Source: an optimization exercise on an open RTL-to-GDS flow (aim: small area, a short achievable clock period and few clock cycles). Production flows keep margins and buffers that such runs may drop.
At most, simulation tests tie the RTL to the original design; equivalence was not proved.
Power is estimated from default activity; no workload was simulated.

==> flow/design.v <==
package rpvd_pkg;
    localparam int COLUMN_BITS    = 12;
    localparam int ROW_BITS       = 12;
    localparam int VALUE_BITS     = 32;
    localparam int THRESHOLD_BITS = 31;
    localparam int BOUND_BITS     = 32;
    localparam int CFG_INDEX_BITS = 3;
    localparam int CFG_DATA_BITS  = 32;
    typedef enum logic [CFG_INDEX_BITS-1:0] {
        REG_THRESHOLD          = 3'd0,
        REG_PEAK_GATE_ENABLE   = 3'd1,
        REG_PEAK_FLOOR         = 3'd2,
        REG_VALLEY_GATE_ENABLE = 3'd3,
        REG_VALLEY_CEILING     = 3'd4
    } cfg_reg_t;
    typedef struct packed {
        logic [THRESHOLD_BITS-1:0] threshold;
        logic                      peak_gate_enable;
        logic [BOUND_BITS-1:0]     peak_floor;
        logic                      valley_gate_enable;
        logic [BOUND_BITS-1:0]     valley_ceiling;
    } cfg_t;
    typedef struct packed {
        logic                   is_valley;
        logic [COLUMN_BITS-1:0] column;
        logic [ROW_BITS-1:0]    row;
        logic [VALUE_BITS-1:0]  value;
    } result_t;
endpackage
module rpvd_cfg (
    input  logic                                clk,
    input  logic                                rst_n,
    input  logic                                cfg_valid,
    output logic                                cfg_ready,
    input  logic [rpvd_pkg::CFG_INDEX_BITS-1:0] cfg_index,
    input  logic [rpvd_pkg::CFG_DATA_BITS-1:0]  cfg_data,
    output rpvd_pkg::cfg_t                      cfg
);
    rpvd_pkg::cfg_t cfg_reg;
    logic [rpvd_pkg::CFG_DATA_BITS-1:0] data;
    logic           write;
    assign cfg_ready = 1'b1;
    assign cfg       = cfg_reg;
    assign data      = rst_n ? cfg_data : '0;
    assign write     = !rst_n || cfg_valid;
    always_ff @(posedge clk)
    begin
        if (write && (!rst_n || cfg_index == rpvd_pkg::REG_THRESHOLD))
            cfg_reg.threshold <= data[rpvd_pkg::THRESHOLD_BITS-1:0];
        if (write && (!rst_n || cfg_index == rpvd_pkg::REG_PEAK_GATE_ENABLE))
            cfg_reg.peak_gate_enable <= data[0];
        if (write && (!rst_n || cfg_index == rpvd_pkg::REG_PEAK_FLOOR))
            cfg_reg.peak_floor <= data[rpvd_pkg::BOUND_BITS-1:0];
        if (write && (!rst_n || cfg_index == rpvd_pkg::REG_VALLEY_GATE_ENABLE))
            cfg_reg.valley_gate_enable <= data[0];
        if (write && (!rst_n || cfg_index == rpvd_pkg::REG_VALLEY_CEILING))
            cfg_reg.valley_ceiling <= data[rpvd_pkg::BOUND_BITS-1:0];
    end
endmodule
module rpvd_core (
    input  logic                             clk,
    input  logic                             rst_n,
    input  logic                             sample_valid,
    output logic                             sample_ready,
    input  logic [31:0]                      sample,
    input  logic                             row_start,
    input  logic                             frame_start,
    input  rpvd_pkg::cfg_t                   cfg,
    output logic                             result_valid,
    input  logic                             result_ready,
    output logic                             is_valley,
    output logic [rpvd_pkg::COLUMN_BITS-1:0] column,
    output logic [rpvd_pkg::ROW_BITS-1:0]    row,
    output logic [rpvd_pkg::VALUE_BITS-1:0]  value
);
    logic               in_valid_reg, skid_valid_reg, ready_reg;
    logic signed [31:0] in_s, skid_s;
    logic               in_rs, in_fs, skid_rs, skid_fs;
    logic signed [31:0] a_value_reg, b_value_reg;
    logic [11:0]        a_column_reg, b_column_reg;
    logic [11:0]        column_reg, row_reg;
    logic               seek_reg;
    logic               result_valid_reg;
    logic               is_valley_reg;
    logic               stall, consume, in_load, accept;
    logic               line_start;
    logic [11:0]        column_next, row_next;
    logic               beyond_a, beyond_b;
    logic               hit, gate_ok, event_valid;
    assign stall        = result_valid_reg && !result_ready;
    assign consume      = in_valid_reg && !stall;
    assign in_load      = !in_valid_reg || !stall;
    assign sample_ready = ready_reg;
    assign accept       = sample_valid && !skid_valid_reg;
    always_ff @(posedge clk or negedge rst_n)
    begin
        if (!rst_n)
        begin
            in_valid_reg   <= 1'b0;
            skid_valid_reg <= 1'b0;
            ready_reg      <= 1'b1;
        end
        else if (in_load)
        begin
            in_valid_reg   <= skid_valid_reg || accept;
            skid_valid_reg <= 1'b0;
            ready_reg      <= 1'b1;
        end
        else if (accept)
        begin
            skid_valid_reg <= 1'b1;
            ready_reg      <= 1'b0;
        end
    end
    always_ff @(posedge clk)
    begin
        if (in_load)
        begin
            if (skid_valid_reg)
            begin
                in_s  <= skid_s;
                in_rs <= skid_rs;
                in_fs <= skid_fs;
            end
            else
            begin
                in_s  <= sample;
                in_rs <= row_start;
                in_fs <= frame_start;
            end
        end
        if (!skid_valid_reg)
        begin
            skid_s  <= sample;
            skid_rs <= row_start;
            skid_fs <= frame_start;
        end
    end
    assign line_start = in_rs || in_fs;
    always_comb
    begin
        if (line_start)
            column_next = '0;
        else if (column_reg != 12'hFFF)
            column_next = column_reg + 1'b1;
        else
            column_next = column_reg;
        if (in_fs)
            row_next = '0;
        else if (in_rs && row_reg != 12'hFFF)
            row_next = row_reg + 1'b1;
        else
            row_next = row_reg;
    end
    function automatic logic carry_out(input logic [63:0] g_in, input logic [63:0] p_in);
        logic [63:0] g, p;
        g = g_in;
        p = p_in;
        for (int w = 1; w < 64; w = w * 2)
        begin
            for (int i = 0; i + w < 64; i = i + 2 * w)
            begin
                g[i] = g[i + w] | (p[i + w] & g[i]);
                p[i] = p[i + w] & p[i];
            end
        end
        carry_out = g[0];
    endfunction
    function automatic logic [1:0] order(input logic [31:0] x, input logic [31:0] y);
        logic [31:0] lt, gt;
        lt = ~x & y;
        gt = x & ~y;
        lt[31] = x[31] & ~y[31];
        gt[31] = ~x[31] & y[31];
        for (int w = 1; w < 32; w = w * 2)
        begin
            for (int i = 0; i + w < 32; i = i + 2 * w)
            begin
                lt[i] = lt[i + w] | (~gt[i + w] & lt[i]);
                gt[i] = gt[i + w] | (~lt[i + w] & gt[i]);
            end
        end
        order = {lt[0], gt[0]};
    endfunction
    function automatic logic less(input logic [31:0] x, input logic [31:0] y);
        logic [31:0] xu, yu;
        logic [63:0] g, p;
        xu = x ^ 32'h8000_0000;
        yu = y ^ 32'h8000_0000;
        g  = {32'h0000_0000, ~xu & yu};
        p  = {32'hFFFF_FFFF, ~xu | yu};
        less = carry_out(g, p);
    endfunction
    function automatic logic hysteresis(input logic [31:0] s, input logic [30:0] t,
                                        input logic [31:0] a, input logic seek);
        logic [33:0] se, te, ae, sum, cy, up, down;
        logic [63:0] g, p;
        se   = {{2{s[31]}}, s};
        te   = {3'b000, t};
        ae   = {{2{a[31]}}, a};
        up   = se & ~ae;
        down = ~se & ae;
        sum  = ~((se ^ te) ^ ae);
        for (int i = 0; i < 33; i++)
            cy[i + 1] = (seek ? up[i] : down[i]) | (te[i] & ~(seek ? down[i] : up[i]));
        cy[0] = 1'b1;
        g    = {31'h0, sum[32:0] & cy[32:0]};
        p    = {31'h7FFF_FFFF, sum[32:0] | cy[32:0]};
        hysteresis = sum[33] ^ cy[33] ^ carry_out(g, p);
    endfunction
    logic [1:0]  order_a, order_b;
    logic [31:0] k_lo, k_hi;
    assign order_a     = order(in_s, a_value_reg);
    assign order_b     = order(in_s, b_value_reg);
    assign beyond_a    = seek_reg ? order_a[0] : order_a[1];
    assign beyond_b    = seek_reg ? order_b[1] : order_b[0];
    assign hit         = !line_start && hysteresis(in_s, cfg.threshold, a_value_reg, seek_reg);
    assign k_lo = seek_reg ? cfg.peak_floor : a_value_reg;
    assign k_hi = seek_reg ? a_value_reg : cfg.valley_ceiling;
    assign gate_ok  = (a_column_reg != '0)
                      && ((seek_reg ? !cfg.peak_gate_enable : !cfg.valley_gate_enable)
                          || less(k_lo, k_hi));
    assign event_valid = consume && hit && gate_ok;
    always_ff @(posedge clk or negedge rst_n)
    begin
        if (!rst_n)
        begin
            a_value_reg  <= '0;
            a_column_reg <= '0;
            b_value_reg  <= '0;
            b_column_reg <= '0;
            column_reg   <= '0;
            row_reg      <= '0;
            seek_reg     <= 1'b1;
        end
        else if (consume)
        begin
            column_reg <= column_next;
            row_reg    <= row_next;
            if (in_fs)
                seek_reg <= 1'b1;
            else if (hit)
                seek_reg <= !seek_reg;
            if (line_start || beyond_a || hit)
            begin
                a_value_reg  <= in_s;
                a_column_reg <= column_next;
            end
            if (hit)
            begin
                b_value_reg  <= a_value_reg;
                b_column_reg <= a_column_reg;
            end
            else if (line_start || beyond_b)
            begin
                b_value_reg  <= in_s;
                b_column_reg <= column_next;
            end
        end
    end
    always_ff @(posedge clk or negedge rst_n)
    begin
        if (!rst_n)
        begin
            result_valid_reg <= 1'b0;
            is_valley_reg    <= 1'b0;
        end
        else if (!stall)
        begin
            result_valid_reg <= event_valid;
            if (event_valid)
                is_valley_reg <= !seek_reg;
        end
    end
    assign result_valid = result_valid_reg;
    assign is_valley    = is_valley_reg;
    assign column       = b_column_reg;
    assign row          = row_reg;
    assign value        = b_value_reg;
endmodule
module row_peak_valley_detector #(
    parameter int MAX_COLUMNS = 4096,
    parameter int MAX_ROWS    = 4096,
    parameter int SAMPLE_BITS = 32
) (
    input  logic                                clk,
    input  logic                                rst_n,
    input  logic                                cfg_valid,
    output logic                                cfg_ready,
    input  logic [rpvd_pkg::CFG_INDEX_BITS-1:0] cfg_index,
    input  logic [rpvd_pkg::CFG_DATA_BITS-1:0]  cfg_data,
    input  logic                                sample_valid,
    output logic                                sample_ready,
    input  logic [SAMPLE_BITS-1:0]              sample,
    input  logic                                row_start,
    input  logic                                frame_start,
    output logic                                result_valid,
    input  logic                                result_ready,
    output logic                                is_valley,
    output logic [rpvd_pkg::COLUMN_BITS-1:0]    column,
    output logic [rpvd_pkg::ROW_BITS-1:0]       row,
    output logic [rpvd_pkg::VALUE_BITS-1:0]     value
);
    rpvd_pkg::cfg_t cfg;
    rpvd_cfg u_cfg (
        .clk       (clk),
        .rst_n     (rst_n),
        .cfg_valid (cfg_valid),
        .cfg_ready (cfg_ready),
        .cfg_index (cfg_index),
        .cfg_data  (cfg_data),
        .cfg       (cfg)
    );
    rpvd_core u_core (
        .clk          (clk),
        .rst_n        (rst_n),
        .sample_valid (sample_valid),
        .sample_ready (sample_ready),
        .sample       (sample),
        .row_start    (row_start),
        .frame_start  (frame_start),
        .cfg          (cfg),
        .result_valid (result_valid),
        .result_ready (result_ready),
        .is_valley    (is_valley),
        .column       (column),
        .row          (row),
        .value        (value)
    );
endmodule
clock: 10.0 ns
lec_check: 0
cap_margin: 20
core_margin: 2
core_utilization: 40
place_density: 0.6
setup_slack_margin: 0.5
slew_margin: 20
standard.sh (not shown) runs the stock make flow with config.mk's settings and CLKGATE_MAP_FILE= SYNTH_SCRIPT=/design/flow/synth_recipe.tcl, a recipe that flattens the netlist after the stock synthesis.
==> flow/flow/run.sh <==
#!/bin/bash
# The standard layout, with timing repair aiming for a setup slack of 6.5 ns,
# port buffers of a plain buffer cell and (if flow/abc.script exists) the
# standard synthesis with that ABC script for the combinational logic.
W=$PWD
if [ -f flow/abc.script ]; then
  {
    echo 'proc abc {args} { set i [lsearch $args -script]; lset args [expr {$i+1}] '"$W"'/flow/abc.script; yosys abc {*}$args }'
    echo "source $W/synth_recipe.tcl"
  } > synth_wrap.tcl
fi
bash standard.sh SETUP_SLACK_MARGIN=6.5  BUFFER_PORTS_ARGS=-buffer_cell\ sky130_fd_sc_hd__buf_1 CTS_CLUSTER_SIZE=30 CTS_CLUSTER_DIAMETER=80 finish > flow.log 2>&1
Change:
--- a/flow/design.v
+++ b/flow/design.v
@@ -189,34 +189,35 @@
         yu = y ^ 32'h8000_0000;
         g  = {32'h0000_0000, ~xu & yu};
         p  = {32'hFFFF_FFFF, ~xu | yu};
         less = carry_out(g, p);
     endfunction
-    function automatic logic hysteresis(input logic [31:0] s, input logic [30:0] t,
-                                        input logic [31:0] a, input logic seek);
-        logic [33:0] se, te, ae, sum, cy, up, down;
-        logic [63:0] g, p;
-        se   = {{2{s[31]}}, s};
-        te   = {3'b000, t};
-        ae   = {{2{a[31]}}, a};
-        up   = se & ~ae;
-        down = ~se & ae;
-        sum  = ~((se ^ te) ^ ae);
-        for (int i = 0; i < 33; i++)
-            cy[i + 1] = (seek ? up[i] : down[i]) | (te[i] & ~(seek ? down[i] : up[i]));
-        cy[0] = 1'b1;
-        g    = {31'h0, sum[32:0] & cy[32:0]};
-        p    = {31'h7FFF_FFFF, sum[32:0] | cy[32:0]};
-        hysteresis = sum[33] ^ cy[33] ^ carry_out(g, p);
+    function automatic logic [1:0] hysteresis(input logic [31:0] x, input logic [30:0] t,
+                                              input logic [31:0] y);
+        logic [33:0] xe, te, ye, sum, cx, cy;
+        logic [63:0] g, p, h, q;
+        xe  = {{2{x[31]}}, x};
+        te  = {3'b000, t};
+        ye  = {{2{y[31]}}, y};
+        sum = xe ^ te ^ ~ye;
+        cx  = {(xe[32:0] & te[32:0]) | (xe[32:0] & ~ye[32:0]) | (te[32:0] & ~ye[32:0]), 1'b1};
+        cy  = {(ye[32:0] & te[32:0]) | (ye[32:0] & ~xe[32:0]) | (te[32:0] & ~xe[32:0]), 1'b1};
+        g   = {31'h0, sum[32:0] & cx[32:0]};
+        p   = {31'h7FFF_FFFF, sum[32:0] | cx[32:0]};
+        h   = {31'h0, sum[32:0] & cy[32:0]};
+        q   = {31'h7FFF_FFFF, sum[32:0] | cy[32:0]};
+        hysteresis = {sum[33] ^ cx[33] ^ carry_out(g, p), sum[33] ^ cy[33] ^ carry_out(h, q)};
     endfunction
     logic [1:0]  order_a, order_b;
+    logic        peak_cond, valley_cond;
     logic [31:0] k_lo, k_hi;
     assign order_a     = order(in_s, a_value_reg);
     assign order_b     = order(in_s, b_value_reg);
     assign beyond_a    = seek_reg ? order_a[0] : order_a[1];
     assign beyond_b    = seek_reg ? order_b[1] : order_b[0];
-    assign hit         = !line_start && hysteresis(in_s, cfg.threshold, a_value_reg, seek_reg);
+    assign {peak_cond, valley_cond} = hysteresis(in_s, cfg.threshold, a_value_reg);
+    assign hit         = !line_start && (seek_reg ? peak_cond : valley_cond);
     assign k_lo = seek_reg ? cfg.peak_floor : a_value_reg;
     assign k_hi = seek_reg ? a_value_reg : cfg.valley_ceiling;
     assign gate_ok  = (a_column_reg != '0)
                       && ((seek_reg ? !cfg.peak_gate_enable : !cfg.valley_gate_enable)
                           || less(k_lo, k_hi));
Effect: Utilization is about the same. Clock-buffer cell count falls by 2. Area after synthesis rises by 1.3%. Routed wire length rises by about 11%. Sequential power falls by about 4%. Non-clock buffer count rises by 17. Flip-flop and latch count does not change. Cell area rises by about 1.8%. Via count rises by 4.6%. Clock power rises by about 2%. Total power falls by 13%.
Function was not checked in any run of this note: the RTL went through the layout flow alone.

* * *

row_peak_valley_detector, a different RTL version from the one above (not shown whole).
For scale: about 1100 cells after synthesis, about 280 flip-flops.
==> module rpvd_core, before the edit <==
module rpvd_core (
    input  logic                             clk,
    input  logic                             rst_n,
    input  logic                             sample_valid,
    output logic                             sample_ready,
    input  logic [31:0]                      sample,
    input  logic                             row_start,
    input  logic                             frame_start,
    input  rpvd_pkg::cfg_t                   cfg,
    output logic                             result_valid,
    input  logic                             result_ready,
    output logic                             is_valley,
    output logic [rpvd_pkg::COLUMN_BITS-1:0] column,
    output logic [rpvd_pkg::ROW_BITS-1:0]    row,
    output logic [rpvd_pkg::VALUE_BITS-1:0]  value
);
    logic               in_valid_reg, skid_valid_reg, ready_reg;
    logic signed [31:0] in_s, skid_s;
    logic               in_rs, in_fs, skid_rs, skid_fs;
    logic signed [31:0] a_value_reg, b_value_reg;
    logic [11:0]        a_column_reg, b_column_reg;
    logic [11:0]        column_reg, row_reg;
    logic               seek_reg;
    logic               result_valid_reg;
    logic               is_valley_reg;
    logic               stall, consume, in_load, accept;
    logic               line_start;
    logic [11:0]        column_next, row_next;
    logic               beyond_a;
    logic               hit, gate_ok, event_valid;
    assign stall        = result_valid_reg && !result_ready;
    assign consume      = in_valid_reg && !stall;
    assign in_load      = !in_valid_reg || !stall;
    assign sample_ready = ready_reg;
    assign accept       = sample_valid && !skid_valid_reg;
    always_ff @(posedge clk or negedge rst_n)
    begin
        if (!rst_n)
        begin
            in_valid_reg   <= 1'b0;
            skid_valid_reg <= 1'b0;
            ready_reg      <= 1'b1;
        end
        else if (in_load)
        begin
            in_valid_reg   <= skid_valid_reg || accept;
            skid_valid_reg <= 1'b0;
            ready_reg      <= 1'b1;
        end
        else if (accept)
        begin
            skid_valid_reg <= 1'b1;
            ready_reg      <= 1'b0;
        end
    end
    always_ff @(posedge clk)
    begin
        if (in_load)
        begin
            if (skid_valid_reg)
            begin
                in_s  <= skid_s;
                in_rs <= skid_rs;
                in_fs <= skid_fs;
            end
            else
            begin
                in_s  <= sample;
                in_rs <= row_start;
                in_fs <= frame_start;
            end
        end
        if (!skid_valid_reg)
        begin
            skid_s  <= sample;
            skid_rs <= row_start;
            skid_fs <= frame_start;
        end
    end
    assign line_start = in_rs || in_fs;
    always_comb
    begin
        if (line_start)
            column_next = '0;
        else if (column_reg != 12'hFFF)
            column_next = column_reg + 1'b1;
        else
            column_next = column_reg;
        if (in_fs)
            row_next = '0;
        else if (in_rs && row_reg != 12'hFFF)
            row_next = row_reg + 1'b1;
        else
            row_next = row_reg;
    end
    function automatic logic carry_out(input logic [63:0] g_in, input logic [63:0] p_in);
        logic [63:0] g, p;
        g = g_in;
        p = p_in;
        for (int w = 1; w < 64; w = w * 2)
        begin
            for (int i = 0; i + w < 64; i = i + 2 * w)
            begin
                g[i] = g[i + w] | (p[i + w] & g[i]);
                p[i] = p[i + w] & p[i];
            end
        end
        carry_out = g[0];
    endfunction
    function automatic logic [1:0] order(input logic [31:0] x, input logic [31:0] y);
        logic [31:0] lt, gt;
        lt = ~x & y;
        gt = x & ~y;
        lt[31] = x[31] & ~y[31];
        gt[31] = ~x[31] & y[31];
        for (int w = 1; w < 32; w = w * 2)
        begin
            for (int i = 0; i + w < 32; i = i + 2 * w)
            begin
                lt[i] = lt[i + w] | (~gt[i + w] & lt[i]);
                gt[i] = gt[i + w] | (~lt[i + w] & gt[i]);
            end
        end
        order = {lt[0], gt[0]};
    endfunction
    function automatic logic less(input logic [31:0] x, input logic [31:0] y);
        logic [31:0] xu, yu;
        logic [63:0] g, p;
        xu = x ^ 32'h8000_0000;
        yu = y ^ 32'h8000_0000;
        g  = {32'h0000_0000, ~xu & yu};
        p  = {32'hFFFF_FFFF, ~xu | yu};
        less = carry_out(g, p);
    endfunction
    function automatic logic [1:0] hysteresis(input logic [31:0] x, input logic [30:0] t,
                                              input logic [31:0] y);
        logic [33:0] xe, te, ye, sum, cx, cy;
        logic [63:0] g, p, h, q;
        xe  = {{2{x[31]}}, x};
        te  = {3'b000, t};
        ye  = {{2{y[31]}}, y};
        sum = xe ^ te ^ ~ye;
        cx  = {(xe[32:0] & te[32:0]) | (xe[32:0] & ~ye[32:0]) | (te[32:0] & ~ye[32:0]), 1'b1};
        cy  = {(ye[32:0] & te[32:0]) | (ye[32:0] & ~xe[32:0]) | (te[32:0] & ~xe[32:0]), 1'b1};
        g   = {31'h0, sum[32:0] & cx[32:0]};
        p   = {31'h7FFF_FFFF, sum[32:0] | cx[32:0]};
        h   = {31'h0, sum[32:0] & cy[32:0]};
        q   = {31'h7FFF_FFFF, sum[32:0] | cy[32:0]};
        hysteresis = {sum[33] ^ cx[33] ^ carry_out(g, p), sum[33] ^ cy[33] ^ carry_out(h, q)};
    endfunction
    logic [1:0]  order_a;
    logic        peak_cond, valley_cond;
    logic [31:0] k_lo, k_hi;
    assign order_a     = order(in_s, a_value_reg);
    assign beyond_a    = seek_reg ? order_a[0] : order_a[1];
    assign {peak_cond, valley_cond} = hysteresis(in_s, cfg.threshold, a_value_reg);
    assign hit         = !line_start && (seek_reg ? peak_cond : valley_cond);
    assign k_lo = seek_reg ? cfg.peak_floor : a_value_reg;
    assign k_hi = seek_reg ? a_value_reg : cfg.valley_ceiling;
    assign gate_ok  = (a_column_reg != '0)
                      && ((seek_reg ? !cfg.peak_gate_enable : !cfg.valley_gate_enable)
                          || less(k_lo, k_hi));
    assign event_valid = consume && hit && gate_ok;
    always_ff @(posedge clk or negedge rst_n)
    begin
        if (!rst_n)
        begin
            a_value_reg  <= '0;
            a_column_reg <= '0;
            column_reg   <= '0;
            row_reg      <= '0;
            seek_reg     <= 1'b1;
        end
        else if (consume)
        begin
            column_reg <= column_next;
            row_reg    <= row_next;
            if (in_fs)
                seek_reg <= 1'b1;
            else if (hit)
                seek_reg <= !seek_reg;
            if (line_start || beyond_a || hit)
            begin
                a_value_reg  <= in_s;
                a_column_reg <= column_next;
            end
        end
    end
    always_ff @(posedge clk)
    begin
        if (consume && hit)
        begin
            b_value_reg  <= a_value_reg;
            b_column_reg <= a_column_reg;
        end
    end
    always_ff @(posedge clk or negedge rst_n)
    begin
        if (!rst_n)
        begin
            result_valid_reg <= 1'b0;
            is_valley_reg    <= 1'b0;
        end
        else if (!stall)
        begin
            result_valid_reg <= event_valid;
            if (event_valid)
                is_valley_reg <= !seek_reg;
        end
    end
    assign result_valid = result_valid_reg;
    assign is_valley    = is_valley_reg;
    assign column       = b_column_reg;
    assign row          = row_reg;
    assign value        = b_value_reg;
endmodule
Settings: LEC_CHECK=0, CAP_MARGIN=20, CORE_MARGIN=2, CORE_UTILIZATION=40, PLACE_DENSITY=0.6, SETUP_SLACK_MARGIN=0.5, SLEW_MARGIN=20; clock period 10.0 ns.
==> flow/flow/run.sh <==
#!/bin/bash
# The standard layout (standard.sh), with these changes:
# - timing repair aims for a setup slack of 6.8 ns (a 10 ns clock, so about 3.2 ns);
# - the port buffers are plain sky130_fd_sc_hd__buf_1 cells;
# - the clock tree clusters up to 24 flip-flops per leaf buffer.
# The full output of the ORFS make run goes to flow.log.
bash standard.sh SETUP_SLACK_MARGIN=6.8 "BUFFER_PORTS_ARGS=-buffer_cell sky130_fd_sc_hd__buf_1" CTS_CLUSTER_SIZE=24 CTS_CLUSTER_DIAMETER=80  finish > flow.log 2>&1
Testbench counts at the start, summed over its fixed seeds: cycles 64,112.
Rerun with:
--- a/flow/design.v
+++ b/flow/design.v
@@ -248,8 +248,9 @@
     always_ff @(posedge clk)
     begin
-        if (consume && hit)
+        if (consume)
         begin
-            b_value_reg  <= a_value_reg;
-            b_column_reg <= a_column_reg;
+            b_value_reg   <= a_value_reg;
+            b_column_reg  <= a_column_reg;
+            is_valley_reg <= !seek_reg;
         end
     end
@@ -257,14 +258,7 @@
     begin
         if (!rst_n)
-        begin
             result_valid_reg <= 1'b0;
-            is_valley_reg    <= 1'b0;
-        end
         else if (!stall)
-        begin
             result_valid_reg <= event_valid;
-            if (event_valid)
-                is_valley_reg <= !seek_reg;
-        end
     end
     assign result_valid = result_valid_reg;
Result: Routed wire length came out lower by 6.3%; sequential share of layout area is higher by 0.79 points; power is higher by 17%; utilization went down by 1.1 points; sequential power rises by about 10%; cell area falls by about 1.7%; clock-buffer cell count came out higher by 1; global-route usage is lower by 1.0 points; synthesized area rises by 0.70%; worst hold slack is about the same; worst setup slack is better by 0.0080 ns.
The RTL of the second run of this note was laid out without a check of its function.

what the ideal ports hide:
The results above use ideal ports. As a check the final layouts listed here were re-extracted and re-timed, cells and wires unchanged.
Step 1 sets driving cells, clkbuf_16 on the clock port and buf_2 on the other inputs (assumed; they add their load-dependent delay and slew).
Step 2 also shifts input and output timing later by t, the mid clock arrival at the registers, as if the neighbouring blocks saw the same clock.
Slacks: ideal ports / drivers / drivers and shift; pairs: ideal ports / drivers.
| run | shift t [ns] | setup slack, ns | worst register clock-pin slew, ns |
|---|---|---|---|
| the first run of note 1 | 0.583 | 6.028 / 6.028 / 5.985 | 0.11 / 0.11 |
| the second run of note 1 | 0.571 | 6.307 / 6.307 / 6.192 | 0.10 / 0.10 |
| the first run of note 2 | 0.555 | 6.288 / 6.288 / 5.824 | 0.10 / 0.10 |
| the second run of note 2 | 0.554 | 6.296 / 6.305 / 5.751 | 0.11 / 0.11 |
After both steps setup and hold are still met in every run listed. For the second run of note 2, which loses most, drivers alone change the setup slack by +0.009 ns; drivers and shift together by -0.545 ns.
